This is an optimization exercise on Yosys and OpenROAD, whose aim is small area, a short achievable clock period and few clock cycles per item, not a production implementation.
Function was checked by simulation only, so behaviour that the tests miss may differ from the original.
Power is estimated from default activity; no workload was simulated.

// conv_engine
module conv_engine (
	input  wire                                 clk,
	input  wire                                 rst_n,
	input  wire                                 start,
	input  wire [1:0]                           op,
	input  wire                                 in_valid,
	output logic                                in_ready,
	input  wire [4*16-1:0]       in_ifm,
	input  wire [4*16-1:0]       in_wgt,
	input  wire                                 in_last,
	output logic                                out_valid,
	input  wire                                 out_ready,
	output logic [4*16-1:0]      out_data,
	output logic                                out_last,
	output logic                                done
);
==> flow/config.mk <==
export PLATFORM = sky130hd
export DESIGN_NAME = conv_engine
export DESIGN_NICKNAME = conv_engine
export VERILOG_FILES = /design/flow/design.v
export SDC_FILE = /design/flow/constraint.sdc
export NUM_CORES = 4
export LEC_CHECK = 0
export ABC_AREA = 1
export CAP_MARGIN = 20
export CORE_MARGIN = 2
export CORE_UTILIZATION = 60
export CTS_CLUSTER_DIAMETER = 120
export CTS_CLUSTER_SIZE = 24
export SETUP_SLACK_MARGIN = 5
export SLEW_MARGIN = 20
==> flow/constraint.sdc <==
create_clock -name core_clock -period 10.0 [get_ports {clk}]
set_input_delay 2.0000 -clock core_clock [delete_from_list [all_inputs] [get_ports {clk}]]
set_output_delay 2.0000 -clock core_clock [all_outputs]
set_load 0.01 [all_outputs]
standard.sh (not shown) runs the stock make flow with config.mk's settings and CLKGATE_MAP_FILE= SYNTH_SCRIPT=/design/flow/synth_recipe.tcl, a recipe that flattens the netlist after the stock synthesis.
==> flow/flow/run.sh <==
#!/bin/bash
set -euo pipefail
M=6.75
sed -e "s/SETUP_SLACK_MARGIN=[0-9.]*/SETUP_SLACK_MARGIN=$M/" \
    -e "s/\"\${@:-finish}\"/BUFFER_PORTS_ARGS='-buffer_cell sky130_fd_sc_hd__buf_1' \"\${@:-finish}\"/" \
    standard.sh > standard_tuned.sh
grep -q "SETUP_SLACK_MARGIN=$M" standard_tuned.sh
grep -q "BUFFER_PORTS_ARGS" standard_tuned.sh
bash standard_tuned.sh > standard.log 2>&1
The baseline went through all stages and came out clean.
Testbench counts at the start, summed over its fixed seeds: cycles 14,572, tiles 384.
Rerun with:
--- a/flow/flow/run.sh
+++ b/flow/flow/run.sh
@@ -2,3 +2,3 @@
 set -euo pipefail
-M=6.75
+M=6.55
 sed -e "s/SETUP_SLACK_MARGIN=[0-9.]*/SETUP_SLACK_MARGIN=$M/" \
--- a/flow/config.mk
+++ b/flow/config.mk
@@ -7,3 +7,2 @@
 export LEC_CHECK = 0
-export ABC_AREA = 1
 export CAP_MARGIN = 20
What happened:
- clock-buffer cell count increases by 3
- first-iteration DRC count falls by 21%
- clock skew drops by 0.017 ns
- fmax falls by 3.6%
- flip-flop and latch count stays the same
- setup slack got worse by 0.12 ns
Rerun with:
--- a/flow/flow/run.sh
+++ b/flow/flow/run.sh
@@ -2,3 +2,3 @@
 set -euo pipefail
-M=6.55
+M=6.65
 sed -e "s/SETUP_SLACK_MARGIN=[0-9.]*/SETUP_SLACK_MARGIN=$M/" \
- The new run finished clean
- sequential share of layout area goes down by 0.12 points
- utilization climbs by 0.41 points
- die area is unchanged
- final area came out higher by 0.65%
- area after synthesis stays the same
- first-iteration DRC count goes down by about 10%
- register-to-register slack is better by 0.07 ns
- wire length hardly moves
- clock-buffer cell count is unchanged
- via count went down by 0.33%
- sequential power barely changes

========
conv_engine, a different RTL version from the one above (not shown whole).
Size: roughly 4200 cells after synthesis, ~630 flip-flops, about 44000 sq um of cells after synthesis.
clock: 10.0 ns
lec_check: 0
cap_margin: 20
core_margin: 2
core_utilization: 55
setup_slack_margin: 5
slew_margin: 20
==> flow/flow/run.sh <==
#!/bin/bash
set -euo pipefail
M=${MARGIN:-6.6}
sed "s/SETUP_SLACK_MARGIN=[0-9.]*/SETUP_SLACK_MARGIN=$M/" standard.sh > standard_margin.sh
grep -q "SETUP_SLACK_MARGIN=$M" standard_margin.sh
bash standard_margin.sh > standard.log 2>&1
The baseline passed the timing, design-rule and antenna checks.
Testbench counts at the start, summed over its fixed seeds: cycles 14,572, tiles 384.
Change:
==> flow/flow/run.sh (replaced) <==
#!/bin/bash
set -euo pipefail
M=6.65
sed -e "s/SETUP_SLACK_MARGIN=[0-9.]*/SETUP_SLACK_MARGIN=$M/" \
    -e "s/\"\${@:-finish}\"/BUFFER_PORTS_ARGS='-buffer_cell sky130_fd_sc_hd__buf_1' \"\${@:-finish}\"/" \
    standard.sh > standard_tuned.sh
grep -q "SETUP_SLACK_MARGIN=$M" standard_tuned.sh
grep -q "BUFFER_PORTS_ARGS" standard_tuned.sh
bash standard_tuned.sh > standard.log 2>&1
Settings changed: CORE_UTILIZATION 55 to 60, CTS_CLUSTER_DIAMETER set to 120, CTS_CLUSTER_SIZE set to 24.
- sequential power barely changes
- global-route usage climbs by 1.1 points
- final cell count is lower by 2.8%
- die area fell by about 8%
- first-iteration DRC count grows by 7.4%
Change:
==> flow/flow/run.sh (replaced) <==
#!/bin/bash
set -euo pipefail
M=${MARGIN:-7.0}
sed "s/SETUP_SLACK_MARGIN=[0-9.]*/SETUP_SLACK_MARGIN=$M/" standard.sh > standard_margin.sh
grep -q "SETUP_SLACK_MARGIN=$M" standard_margin.sh
bash standard_margin.sh > standard.log 2>&1
Settings changed: CORE_UTILIZATION 60 to 55, CTS_CLUSTER_DIAMETER 120 to unset, CTS_CLUSTER_SIZE 24 to unset.
After rerunning: The new run ran to the end with no violations. Fmax fell by 0.62%. Worst setup slack loses 21 ps. Worst hold slack gains 5.3 ps. Cell count rose by 7.4%. Power rose by 23%. Critical path depth fell by 2. Wire length rose by 31%. Via count rose by 11%. Cell area rose by 18%. Global-route usage rose by 3.8 points. Synthesized area stays the same.
Change:
==> flow/flow/run.sh (replaced) <==
#!/bin/bash
set -euo pipefail
M=6.65
sed -e "s/SETUP_SLACK_MARGIN=[0-9.]*/SETUP_SLACK_MARGIN=$M/" \
    -e "s/\"\${@:-finish}\"/BUFFER_PORTS_ARGS='-buffer_cell sky130_fd_sc_hd__buf_1' \"\${@:-finish}\"/" \
    standard.sh > standard_tuned.sh
grep -q "SETUP_SLACK_MARGIN=$M" standard_tuned.sh
grep -q "BUFFER_PORTS_ARGS" standard_tuned.sh
bash standard_tuned.sh > standard.log 2>&1
Settings changed: CORE_UTILIZATION 55 to 60.
Setup slack improved by 14 ps.
Power drops by roughly a tenth.
Die area drops by a little under a tenth.
Final area drops by roughly a tenth.
Utilization drops by 3.6 points.
Routed wire length drops by about a fifth.
Synthesized area does not change.
Count of clock-buffer cells in the layout climbs by 4.
Combinational power drops by about a fifth.
Change:
Settings changed: CORE_UTILIZATION 60 to 70, CTS_CLUSTER_DIAMETER set to 100, CTS_CLUSTER_SIZE set to 24.
The changed run finished with timing, DRC and antenna clean.
Flip-flop and latch count does not change.
Die area went down by about a fifth.
Synthesized cell count stays the same.
Critical path depth went up by 5.
Sequential share of layout area increases by 1.1 points.

separate check: timing with driven ports:
Ports are ideal in the flow. The routed layouts listed here were re-timed in OpenROAD.
Step 1: set_driving_cell puts a clkbuf_16 on clk and a buf_2 on each other input, an assumption about the parent block.
Step 2 moves the port delays by t, midway between the first and last clock arrival at a register: inputs arrive t later, outputs are due t later. That takes back most of the time a late clock gives input paths.
Slacks: ideal / step 1 / step 2; pairs: ideal / step 1.
run	shift t [ns]	slack for setup (ns)	latest minus earliest clock arrival (ns)	worst data-port slew with drivers (ns)
the first run of note 1	0.723	6.733 / 6.696 / 6.577	0.054 / 0.054	0.06
the second run of note 1	0.701	6.610 / 6.610 / 6.513	0.039 / 0.039	0.06
the third run of note 1	0.706	6.682 / 6.682 / 6.682	0.028 / 0.028	0.07
the first run of note 2	0.669	6.658 / 6.588 / 6.086	0.020 / 0.021	0.05
the second run of note 2	0.685	6.707 / 6.698 / 6.459	0.033 / 0.033	0.05
the third run of note 2	0.699	6.686 / 6.640 / 6.477	0.032 / 0.032	0.06
the fourth run of note 2	0.682	6.700 / 6.700 / 6.448	0.031 / 0.031	0.05
the fifth run of note 2	0.653	6.665 / 6.665 / 6.426	0.025 / 0.025	0.06
After both steps every run listed still meets setup and hold. For the first run of note 2, which loses most, drivers alone change the setup slack by -0.070 ns; drivers and shift together by -0.572 ns.
